This is an optimization exercise on Yosys and OpenROAD, whose aim is small area, a short achievable clock period and few clock cycles per item, not a production implementation. Only simulation tests tie the RTL to the original design; equivalence was not proved. No activity file was given, so power comes from the tool's default toggle rates.

==> design/flow/config.mk <==
export PLATFORM = sky130hd
export DESIGN_NAME = sliding_window_rate_limiter_top
export DESIGN_NICKNAME = sliding_window_rate_limiter_top
export VERILOG_FILES = /design/flow/design.v
export SDC_FILE = /design/flow/constraint.sdc
export NUM_CORES = 4
export LEC_CHECK = 0
export CAP_MARGIN = 20
export CORE_MARGIN = 2
export CORE_UTILIZATION = 45
export SLEW_MARGIN = 20
==> design/flow/constraint.sdc <==
create_clock -name core_clock -period 7.0 [get_ports {clk_i}]
set_input_delay 1.4000 -clock core_clock [delete_from_list [all_inputs] [get_ports {clk_i}]]
set_output_delay 1.4000 -clock core_clock [all_outputs]
set_load 0.01 [all_outputs]
==> design/flow/design.v <==
package swrl_pkg;
  localparam int unsigned MIN_W      = 6;
  localparam int unsigned LIM_W      = 33;
  localparam int unsigned WIN_W      = 6;
  localparam int unsigned STEP_W     = 32;
  localparam int unsigned TOT_W      = 64;
  localparam int unsigned CFG_IDX_W  = 3;
  localparam int unsigned CFG_DATA_W = 33;
  localparam int unsigned IN_DATA_W  = 8;
  localparam int unsigned OUT_DATA_W = 8;
  localparam int unsigned RES_W      = 3;
  typedef enum logic [CFG_IDX_W-1:0] {
    CFG_LIMITING_ON  = 3'd0,
    CFG_RECORD_LIMIT = 3'd1,
    CFG_RECORD_WIN   = 3'd2,
    CFG_RECORD_STEP  = 3'd3,
    CFG_BYTE_LIMIT   = 3'd4,
    CFG_BYTE_WIN     = 3'd5,
    CFG_BYTE_STEP    = 3'd6
  } cfg_reg_e;
  typedef enum logic [2:0] {
    ST_IDLE,
    ST_REDUCE,
    ST_SCAN,
    ST_FIN,
    ST_CRD,
    ST_CWR,
    ST_SWEEP
  } state_e;
  typedef struct packed {
    logic in_rdy;
    logic load_in;
    logic reduce;
    logic start_walk;
    logic rd_en;
    logic advance;
    logic commit_wr;
    logic sweep_clr;
    logic fin_load;
  } cmd_t;
  typedef struct packed {
    logic req_commit;
    logic cur_big;
    logic scan_done;
    logic sweep_last;
    logic out_free;
  } status_t;
endpackage
module swrl_ctrl (
  input  logic              clk_i,
  input  logic              rst_ni,
  input  logic              s_tvalid_i,
  input  swrl_pkg::status_t status_i,
  output swrl_pkg::cmd_t    cmd_o
);
  swrl_pkg::state_e state_q, state_d;
  always_ff @(posedge clk_i or negedge rst_ni) begin
    if (!rst_ni) begin
      state_q <= swrl_pkg::ST_IDLE;
    end else begin
      state_q <= state_d;
    end
  end
  always_comb begin
    state_d = state_q;
    case (state_q)
      swrl_pkg::ST_IDLE: begin
        if (s_tvalid_i) state_d = swrl_pkg::ST_REDUCE;
      end
      swrl_pkg::ST_REDUCE: begin
        if (!status_i.cur_big) begin
          state_d = status_i.req_commit ? swrl_pkg::ST_CRD : swrl_pkg::ST_SCAN;
        end
      end
      swrl_pkg::ST_SCAN: begin
        if (status_i.scan_done) state_d = swrl_pkg::ST_FIN;
      end
      swrl_pkg::ST_FIN: begin
        if (status_i.out_free) state_d = swrl_pkg::ST_IDLE;
      end
      swrl_pkg::ST_CRD:   state_d = swrl_pkg::ST_CWR;
      swrl_pkg::ST_CWR:   state_d = swrl_pkg::ST_SWEEP;
      swrl_pkg::ST_SWEEP: begin
        if (status_i.sweep_last) state_d = swrl_pkg::ST_IDLE;
      end
      default: state_d = swrl_pkg::ST_IDLE;
    endcase
  end
  always_comb begin
    cmd_o = '0;
    case (state_q)
      swrl_pkg::ST_IDLE: begin
        cmd_o.in_rdy  = 1'b1;
        cmd_o.load_in = s_tvalid_i;
      end
      swrl_pkg::ST_REDUCE: begin
        cmd_o.reduce     = status_i.cur_big;
        cmd_o.start_walk = ~status_i.cur_big;
      end
      swrl_pkg::ST_SCAN: begin
        cmd_o.rd_en   = ~status_i.scan_done;
        cmd_o.advance = ~status_i.scan_done;
      end
      swrl_pkg::ST_FIN: begin
        cmd_o.fin_load = status_i.out_free;
      end
      swrl_pkg::ST_CRD: begin
        cmd_o.rd_en = 1'b1;
      end
      swrl_pkg::ST_CWR: begin
        cmd_o.commit_wr = 1'b1;
        cmd_o.advance   = 1'b1;
      end
      swrl_pkg::ST_SWEEP: begin
        cmd_o.sweep_clr = 1'b1;
        cmd_o.advance   = 1'b1;
      end
      default: cmd_o = '0;
    endcase
  end
endmodule
module swrl_dp #(
  parameter int unsigned SLOT_COUNT  = 60,
  parameter int unsigned COUNT_WIDTH = 32
) (
  input  logic                                clk_i,
  input  logic                                rst_ni,
  input  logic                                cfg_we_i,
  input  logic [swrl_pkg::CFG_IDX_W-1:0]      cfg_addr_i,
  input  logic [swrl_pkg::CFG_DATA_W-1:0]     cfg_wdata_i,
  input  logic [swrl_pkg::IN_DATA_W-1:0]      s_tdata_i,
  input  logic                                s_tuser_i,
  input  logic                                m_tready_i,
  input  swrl_pkg::cmd_t                      cmd_i,
  output swrl_pkg::status_t                   status_o,
  output logic                                m_tvalid_o,
  output logic [swrl_pkg::OUT_DATA_W-1:0]     m_tdata_o
);
  localparam int unsigned IDX_W = $clog2(SLOT_COUNT);
  localparam int unsigned CNT_W = $clog2(SLOT_COUNT + 1);
  localparam int unsigned EXT_W =
    ((COUNT_WIDTH > swrl_pkg::STEP_W) ? COUNT_WIDTH : swrl_pkg::STEP_W) + 1;
  localparam int unsigned TW = swrl_pkg::TOT_W;
  localparam int unsigned SW = swrl_pkg::TOT_W + 1;
  localparam int unsigned MW = swrl_pkg::MIN_W;
  localparam logic [COUNT_WIDTH-1:0] SLOT_MAX = {COUNT_WIDTH{1'b1}};
  function automatic logic [CNT_W-1:0] clamp_win(input logic [swrl_pkg::WIN_W-1:0] win);
    if (win == '0) clamp_win = CNT_W'(1);
    else if (int'(win) > SLOT_COUNT) clamp_win = CNT_W'(SLOT_COUNT);
    else clamp_win = CNT_W'(win);
  endfunction
  logic                          on_q;
  logic [swrl_pkg::LIM_W-1:0]    rec_lim_q, byt_lim_q;
  logic [swrl_pkg::WIN_W-1:0]    rec_win_q, byt_win_q;
  logic [swrl_pkg::STEP_W-1:0]   rec_step_q, byt_step_q;
  logic                          req_commit_q;
  logic [MW-1:0]                 cur_q;
  logic [IDX_W-1:0]              cur_idx_q, idx_q;
  logic [CNT_W-1:0]              k_q, k_rd_q;
  logic                          acc_vld_q;
  logic [TW-1:0]                 rec_tot_q, byt_tot_q;
  logic                          rec_fail_q, byt_fail_q;
  logic [SLOT_COUNT-1:0]         rec_vld_q, byt_vld_q;
  logic                          rec_rdv_q, byt_rdv_q;
  logic [COUNT_WIDTH-1:0]        rec_rd_q, byt_rd_q;
  logic                          out_vld_q;
  logic [swrl_pkg::RES_W-1:0]    out_data_q;
  logic [COUNT_WIDTH-1:0]        rec_mem [SLOT_COUNT];
  logic [COUNT_WIDTH-1:0]        byt_mem [SLOT_COUNT];
  logic                          rec_en, byt_en;
  logic [CNT_W-1:0]              rec_w, byt_w, w_max;
  logic [COUNT_WIDTH-1:0]        rec_v, byt_v, rec_new, byt_new;
  logic                          rec_ovf, byt_ovf;
  logic [SW-1:0]                 rec_sum, byt_sum, rec_fsum, byt_fsum;
  logic [TW-1:0]                 rec_sat, byt_sat, rec_ftot, byt_ftot;
  logic                          rec_ok, byt_ok, send_ok;
  always_comb begin
    rec_en   = ~rec_lim_q[swrl_pkg::LIM_W-1];
    byt_en   = ~byt_lim_q[swrl_pkg::LIM_W-1];
    rec_w    = clamp_win(rec_win_q);
    byt_w    = clamp_win(byt_win_q);
    w_max    = (rec_w > byt_w) ? rec_w : byt_w;
    rec_v    = rec_rdv_q ? rec_rd_q : '0;
    byt_v    = byt_rdv_q ? byt_rd_q : '0;
    rec_ovf  = (EXT_W'(rec_step_q) + EXT_W'(rec_v)) >= EXT_W'(SLOT_MAX);
    byt_ovf  = (EXT_W'(byt_step_q) + EXT_W'(byt_v)) >= EXT_W'(SLOT_MAX);
    rec_new  = rec_ovf ? SLOT_MAX : rec_v + COUNT_WIDTH'(rec_step_q);
    byt_new  = byt_ovf ? SLOT_MAX : byt_v + COUNT_WIDTH'(byt_step_q);
    rec_sum  = {1'b0, rec_tot_q} + SW'(rec_v);
    byt_sum  = {1'b0, byt_tot_q} + SW'(byt_v);
    rec_sat  = rec_sum[SW-1] ? '1 : rec_sum[TW-1:0];
    byt_sat  = byt_sum[SW-1] ? '1 : byt_sum[TW-1:0];
    rec_fsum = {1'b0, rec_tot_q} + SW'(rec_step_q);
    byt_fsum = {1'b0, byt_tot_q} + SW'(byt_step_q);
    rec_ftot = rec_fsum[SW-1] ? '1 : rec_fsum[TW-1:0];
    byt_ftot = byt_fsum[SW-1] ? '1 : byt_fsum[TW-1:0];
    rec_ok   = ~(on_q & rec_en) | (~rec_fail_q & (rec_ftot <= TW'(rec_lim_q)));
    byt_ok   = ~(on_q & byt_en) | (~byt_fail_q & (byt_ftot <= TW'(byt_lim_q)));
    send_ok  = ~on_q | (rec_ok & byt_ok);
  end
  always_comb begin
    status_o.req_commit = req_commit_q;
    status_o.cur_big    = int'(cur_q) >= SLOT_COUNT;
    status_o.scan_done  = (k_q == w_max);
    status_o.sweep_last = (k_q == CNT_W'(SLOT_COUNT - 1));
    status_o.out_free   = ~out_vld_q | m_tready_i;
  end
  always_ff @(posedge clk_i or negedge rst_ni) begin
    if (!rst_ni) begin
      on_q       <= 1'b0;
      rec_lim_q  <= '1;
      rec_win_q  <= swrl_pkg::WIN_W'(1);
      rec_step_q <= swrl_pkg::STEP_W'(1);
      byt_lim_q  <= '1;
      byt_win_q  <= swrl_pkg::WIN_W'(1);
      byt_step_q <= swrl_pkg::STEP_W'(1);
    end else if (cfg_we_i) begin
      case (cfg_addr_i)
        swrl_pkg::CFG_LIMITING_ON:  on_q       <= cfg_wdata_i[0];
        swrl_pkg::CFG_RECORD_LIMIT: rec_lim_q  <= cfg_wdata_i;
        swrl_pkg::CFG_RECORD_WIN:   rec_win_q  <= cfg_wdata_i[swrl_pkg::WIN_W-1:0];
        swrl_pkg::CFG_RECORD_STEP:  rec_step_q <= cfg_wdata_i[swrl_pkg::STEP_W-1:0];
        swrl_pkg::CFG_BYTE_LIMIT:   byt_lim_q  <= cfg_wdata_i;
        swrl_pkg::CFG_BYTE_WIN:     byt_win_q  <= cfg_wdata_i[swrl_pkg::WIN_W-1:0];
        swrl_pkg::CFG_BYTE_STEP:    byt_step_q <= cfg_wdata_i[swrl_pkg::STEP_W-1:0];
        default: ;
      endcase
    end
  end
  always_ff @(posedge clk_i or negedge rst_ni) begin
    if (!rst_ni) begin
      req_commit_q <= 1'b0;
      cur_q        <= '0;
      cur_idx_q    <= '0;
      idx_q        <= '0;
      k_q          <= '0;
      k_rd_q       <= '0;
      acc_vld_q    <= 1'b0;
      rec_tot_q    <= '0;
      byt_tot_q    <= '0;
      rec_fail_q   <= 1'b0;
      byt_fail_q   <= 1'b0;
      rec_rdv_q    <= 1'b0;
      byt_rdv_q    <= 1'b0;
    end else begin
      acc_vld_q <= cmd_i.rd_en & ~req_commit_q;
      if (cmd_i.load_in) begin
        req_commit_q <= s_tuser_i;
        cur_q        <= s_tdata_i[MW-1:0];
      end
      if (cmd_i.reduce) begin
        cur_q <= cur_q - MW'(SLOT_COUNT);
      end
      if (cmd_i.start_walk) begin
        cur_idx_q  <= IDX_W'(cur_q);
        idx_q      <= IDX_W'(cur_q);
        k_q        <= '0;
        rec_tot_q  <= '0;
        byt_tot_q  <= '0;
        rec_fail_q <= 1'b0;
        byt_fail_q <= 1'b0;
      end else begin
        if (cmd_i.advance) begin
          idx_q <= (idx_q == '0) ? IDX_W'(SLOT_COUNT - 1) : idx_q - 1'b1;
          k_q   <= k_q + 1'b1;
        end
        if (acc_vld_q && (k_rd_q < rec_w)) begin
          rec_tot_q <= rec_sat;
          if (rec_ovf) rec_fail_q <= 1'b1;
        end
        if (acc_vld_q && (k_rd_q < byt_w)) begin
          byt_tot_q <= byt_sat;
          if (byt_ovf) byt_fail_q <= 1'b1;
        end
      end
      if (cmd_i.rd_en) begin
        k_rd_q    <= k_q;
        rec_rdv_q <= rec_vld_q[idx_q];
        byt_rdv_q <= byt_vld_q[idx_q];
      end
    end
  end
  always_ff @(posedge clk_i or negedge rst_ni) begin
    if (!rst_ni) begin
      rec_vld_q <= '0;
      byt_vld_q <= '0;
    end else begin
      if (cmd_i.commit_wr) begin
        if (rec_en) rec_vld_q[cur_idx_q] <= 1'b1;
        if (byt_en) byt_vld_q[cur_idx_q] <= 1'b1;
      end
      if (cmd_i.sweep_clr) begin
        if (rec_en && (k_q >= rec_w)) rec_vld_q[idx_q] <= 1'b0;
        if (byt_en && (k_q >= byt_w)) byt_vld_q[idx_q] <= 1'b0;
      end
    end
  end
  always_ff @(posedge clk_i) begin
    if (cmd_i.commit_wr && rec_en) rec_mem[cur_idx_q] <= rec_new;
    if (cmd_i.rd_en) rec_rd_q <= rec_mem[idx_q];
  end
  always_ff @(posedge clk_i) begin
    if (cmd_i.commit_wr && byt_en) byt_mem[cur_idx_q] <= byt_new;
    if (cmd_i.rd_en) byt_rd_q <= byt_mem[idx_q];
  end
  always_ff @(posedge clk_i or negedge rst_ni) begin
    if (!rst_ni) begin
      out_vld_q <= 1'b0;
    end else if (cmd_i.fin_load) begin
      out_vld_q <= 1'b1;
    end else if (m_tready_i) begin
      out_vld_q <= 1'b0;
    end
  end
  always_ff @(posedge clk_i) begin
    if (cmd_i.fin_load) out_data_q <= {send_ok, byt_ok, rec_ok};
  end
  assign m_tvalid_o = out_vld_q;
  assign m_tdata_o  = swrl_pkg::OUT_DATA_W'(out_data_q);
endmodule
module sliding_window_rate_limiter_top #(
  parameter int unsigned SLOT_COUNT  = 60,
  parameter int unsigned COUNT_WIDTH = 32
) (
  input  logic                                clk_i,
  input  logic                                rst_ni,
  input  logic                                cfg_we_i,
  input  logic [swrl_pkg::CFG_IDX_W-1:0]      cfg_addr_i,
  input  logic [swrl_pkg::CFG_DATA_W-1:0]     cfg_wdata_i,
  input  logic                                s_axis_tvalid,
  output logic                                s_axis_tready,
  input  logic [swrl_pkg::IN_DATA_W-1:0]      s_axis_tdata,    
  input  logic                                s_axis_tuser,    
  output logic                                m_axis_tvalid,
  input  logic                                m_axis_tready,
  output logic [swrl_pkg::OUT_DATA_W-1:0]     m_axis_tdata
);
  swrl_pkg::cmd_t    cmd;
  swrl_pkg::status_t status;
  swrl_ctrl u_ctrl (
    .clk_i      (clk_i),
    .rst_ni     (rst_ni),
    .s_tvalid_i (s_axis_tvalid),
    .status_i   (status),
    .cmd_o      (cmd)
  );
  swrl_dp #(
    .SLOT_COUNT  (SLOT_COUNT),
    .COUNT_WIDTH (COUNT_WIDTH)
  ) u_dp (
    .clk_i       (clk_i),
    .rst_ni      (rst_ni),
    .cfg_we_i    (cfg_we_i),
    .cfg_addr_i  (cfg_addr_i),
    .cfg_wdata_i (cfg_wdata_i),
    .s_tdata_i   (s_axis_tdata),
    .s_tuser_i   (s_axis_tuser),
    .m_tready_i  (m_axis_tready),
    .cmd_i       (cmd),
    .status_o    (status),
    .m_tvalid_o  (m_axis_tvalid),
    .m_tdata_o   (m_axis_tdata)
  );
  assign s_axis_tready = cmd.in_rdy;
endmodule
==> design/flow/run.sh <==
#!/bin/bash
# synth_recipe.tcl (not shown) runs the flow's synth.tcl, then flattens the netlist and writes it again
# the make line also repeats each setting of config.mk as NAME=value (left out here)
make -C /OpenROAD-flow-scripts/flow DESIGN_CONFIG=/design/flow/config.mk WORK_HOME=/design/flow/orfs CLKGATE_MAP_FILE= SYNTH_SCRIPT=/design/flow/synth_recipe.tcl finish
==> notes.md <==
## how the worst max path moves through the flow
stage / slack (ns) / to / start
floorplan: 0.35 / u_dp.byt_rdv_q$_DFFE_PN0P_ / u_dp.rec_win_q[2]$_DFFE_PN0P_
global placement: 0.31 / u_dp.out_data_q[2]$_DFFE_PP_ / u_dp.rec_tot_q[0]$_DFFE_PN0P_
detailed placement: 0.43 / u_dp.out_data_q[2]$_DFFE_PP_ / u_dp.rec_tot_q[0]$_DFFE_PN0P_
CTS: 0.39 / u_dp.out_data_q[2]$_DFFE_PP_ / u_dp.rec_tot_q[0]$_DFFE_PN0P_
global route: 0.03 / u_dp.out_data_q[2]$_DFFE_PP_ / u_dp.rec_tot_q[0]$_DFFE_PN0P_
finish: 0.39 / u_dp.out_data_q[2]$_DFFE_PP_ / u_dp.rec_tot_q[0]$_DFFE_PN0P_
## power by group through the flow
stage / Clock, mW / Combinational, mW / Sequential [mW]
global route: 24.2 / 34.1 / 35.5
global placement: 0 / 31.1 / 35.9
floorplan: 0 / 19.7 / 35.5
CTS: 23.2 / 31.9 / 35.5
finish: 22.9 / 31.9 / 35.4
detailed placement: 0 / 31.8 / 36.0
## worst max-delay path, stage by stage, from the launching register on
cell	delay (ns)
dfrtp_1	0.40
ha_1	0.25
fa_1	0.44
a211oi_1	0.25
nor2_1	0.12
o31ai_1	0.35
a31oi_1	0.19
o311ai_0	0.43
a31oi_1	0.21
a31o_2	0.31
or3b_2	0.21
a21oi_1	0.07
xnor2_1	0.17
o21ai_0	0.13
ha_1	0.31
nand4_1	0.13
nor4_1	0.11
a311oi_1	0.30
o31ai_1	0.13
nor4_1	0.51
buf_4	0.20
o2111ai_1	0.12
a2111oi_0	0.38
nand4_1	0.14
nor2_1	0.13
a31oi_1	0.11
buf_4	0.19
a31oi_1	0.14
## layer usage
metal | track usage (%) | routed length (um) | up-vias
met2 | 37.82 | 234600 | 4462
met3 | 3.682 | 40890 | 765
met1 | 35.49 | 212700 | 53500
met5 | 0 | 0 | -
li1 | - | - | 41700
met4 | 7.781 | 17550 | 0
## cells in the final DEF, fill, tap and decap left out, types with 95 or more instances in the layout
cell,count
edfxtp_1,3907
mux4_2,1188
a21oi_1,525
nand2_1,515
clkbuf_16,440
o21ai_0,367
dfrtp_1,355
ha_1,296
buf_4,287
nor2_1,251
inv_1,155
a31oi_1,122
nor2_4,118
xnor2_1,104
xor2_1,102
mux2_2,99
and2_1,95
## synth_stat cells, types with 17 or more instances
cell | number | area [sq um]
nor2b_1 | 77 | 481.7
mux2_2 | 99 | 1115
a221o_1 | 18 | 180.2
and4_1 | 22 | 192.7
or3_1 | 39 | 244.0
xnor2_1 | 104 | 910.9
dfstp_2 | 70 | 1839
nand3_1 | 91 | 455.4
mux2i_1 | 88 | 880.8
nor3_1 | 94 | 470.5
o21bai_1 | 22 | 165.2
o31ai_1 | 19 | 142.6
and3_1 | 71 | 444.2
nand4_1 | 74 | 462.9
a21oi_1 | 527 | 2638
nand2b_1 | 51 | 319.1
a21o_1 | 88 | 660.6
xor2_1 | 102 | 893.4
a211oi_1 | 94 | 705.7
nor2_1 | 377 | 1415
clkbuf_1 | 435 | 1633
o21a_1 | 33 | 247.7
dfrtp_1 | 361 | 9034
buf_1 | 109 | 409.1
ha_1 | 296 | 3704
nand2_1 | 569 | 2136
edfxtp_1 | 3907 | 117300
inv_1 | 156 | 585.6
a31oi_1 | 123 | 769.5
o211ai_1 | 39 | 292.8
and2_1 | 95 | 594.3
nor4_1 | 38 | 237.7
a311oi_1 | 43 | 376.6
mux4_2 | 1188 | 26760
o21ai_0 | 370 | 1852
or2_2 | 17 | 106.4
## kinds of logic after synthesis
| kind of cell | after synthesis |
|---|---|
| AND/OR/NAND/NOR | 1675 |
| flip-flops | 4338 |
| multiplexers | 1375 |
| other | 1 |
| adder cells (fa/ha/maj) | 302 |
| XOR/XNOR | 206 |
| AO/OA/AOI/OAI | 1523 |
| buffers and inverters | 722 |
## registers in the layout, indices dropped and copies added, names as in the netlist, 32 cells and up
register,flops
u_dp.byt_mem,1920
u_dp.rec_mem,1920
u_dp.byt_tot_q,64
u_dp.rec_tot_q,64
u_dp.byt_vld_q,60
u_dp.rec_vld_q,60
u_dp.byt_lim_q,33
u_dp.rec_lim_q,33
u_dp.byt_rd_q,32
u_dp.byt_step_q,32
u_dp.rec_rd_q,32
u_dp.rec_step_q,32
## final cells by class
cell class	instances	area share, %
Sequential cell	4338	62.28
Tap cell	5428	3.299
Multi-Input combinational cell	5086	25.79
Clock inverter	258	1.188
Inverter	156	0.2844
Antenna cell	15	0.01823
Timing Repair Buffer	372	1.630
Clock buffer	531	5.519
## stage by stage
step                util [%]  hold WS (ns)  instance area, sq um
finish                 50.81        0.4020                205900
global route           50.80        0.4468                205900
CTS                    50.75        0.3793                205600
detailed placement     47.34        0.5009                191800
global placement       47.33        0.4967                191800
floorplan                  -        0.4443                182700
==> reports/metrics.csv <==
metric,value,unit
timing.rr.start,u_dp.rec_tot_q[0]$_DFFE_PN0P_,
ant_nets,0,
min_period,6.607,ns
hp-class,primary input to async pin,
fin_skew,0.06147,ns
area_delta_synth_final,12.68,%
post_drt_wl_per_cell,31.25,um
pre_cts_ws,0.4329,ns
ctsResizeCount,0,
die_y,641.2,um
synthCells,10140,
globalRouteOverflowTotal,0,
synth_compound_area_share,5.106,%
cts-buffers-inserted,431,
synth_top_family_by_area,multiplexers,
grt_pass1_wl,720.9,mm
grt_max_degree,171,
seqCellArea,128200,sq um
drt-initial-drc-count,12140,
synthDistinctLibCells,93,
synth_enable_flop_cells,3907,
tightestPinTransition,1.247,ns
clockPowerShare,25.3,%
core,405200,sq um
leakage,67.74,nW
p_switching,31.46,mW
numClockSinks,4338,
maxCapViolations,0,
synthArstFlopShare,9.935,%
synth_area,182700,sq um
die_w,641.2,um
final-max-slew-violation-count,0,
cts_tree,done,
multi_input_area,53090,sq um
synthSimpleGateAreaFrac,4.407,%
fin_total_pwr,90.25,mW
dp.cells,15380,
drc,0,
synth-seq-cells,4338,
yosysWarnings,2,
htreeDepth,5,
drt_first_pass_iters,6,
layout.nets,10740,
cp.arrival,7.43,ns
status,no timing/DRC/antenna violations,
relSlewSlack,16.46,%
rows,234,
via_count,100400,
combPwrFrac,35.4,%
antenna_found_initial,30,
place.port_buffers,52,
sequentialPowerShare,39.3,%
hold_viol_final,0,
gp_congestion,0.9222,
io-pin-count,60,
r2r_end,u_dp.out_data_q[2]$_DFFE_PP_,
p_int,58.79,mW
start_util,45.09,%
ctsHoldBuffers,0,
crit_path_max_fanout,3,
setup_violations,0,
endpoint_kind,register,
drive_gt1_share,23.78,%
seq_area_frac_synth,70.16,%
track_usage,24.32,%
clockBufferDepth,4,
clk_latency,0.99,ns
setup_ws,0.3934,ns
synthXorXnorAreaFrac,0.9875,%
path_clk_slew,0.06,ns
ys.flop_type,edfxtp_1,
postCtsSetupBuffers,0,
startpoint_type,register,
worst_ep_required_time,7.83,ns
syn_avg_cell_area,18.02,sq um
path_class,register to register,
setup_tns,0,ns
root_buffer,clkbuf_16,
first_global_vias,99940,
p_per_area,438.3,nW/um^2
max_freq,0.1514,GHz
die_area,411100,sq um
rsz0062_at_grt,no,
synth.area.mux_share,15.74,%
swShare,34.86,%
dpl.hpwl,304.7,mm
peakVddDrop,0.3494,mV
rr_worst_depth,27,
finalNonFillerCells,16180,
yosys.area_share.adder,2.093,%
r2r_slack,0.39,ns
period_share,94.38,%
nFillCells,32540,
routed_wl,505.7,mm
vias_per_cell,6.205,
Testbench counts, summed over its fixed seeds: cycles 413,571, items 8,226.

## separate check: timing with driven ports
No port has a modelled driver above. Below, the same layout with a new extraction and two added sets of constraints.
Step 1 assumes that a clkbuf_16 drives the clock port and a buf_2 every other input.
Step 2 adds t to the input delays and takes it off the output delays; t is the mean of the earliest and latest rising clock arrival at the registers after step 1. Input paths then give back, and output paths get back, about the clock's delay inside the block.
a / b / c = no drivers / after step 1 / after step 2; a / b = the first two.
t, ns: 1.086
setup WS [ns]: 0.393 / 0.393 / 0.393
worst register clock-pin slew, ns: 0.07 / 0.07
After both steps this run still meets setup and hold. For this run, drivers alone change the setup slack by 0.000 ns; drivers and shift together by 0.000 ns.
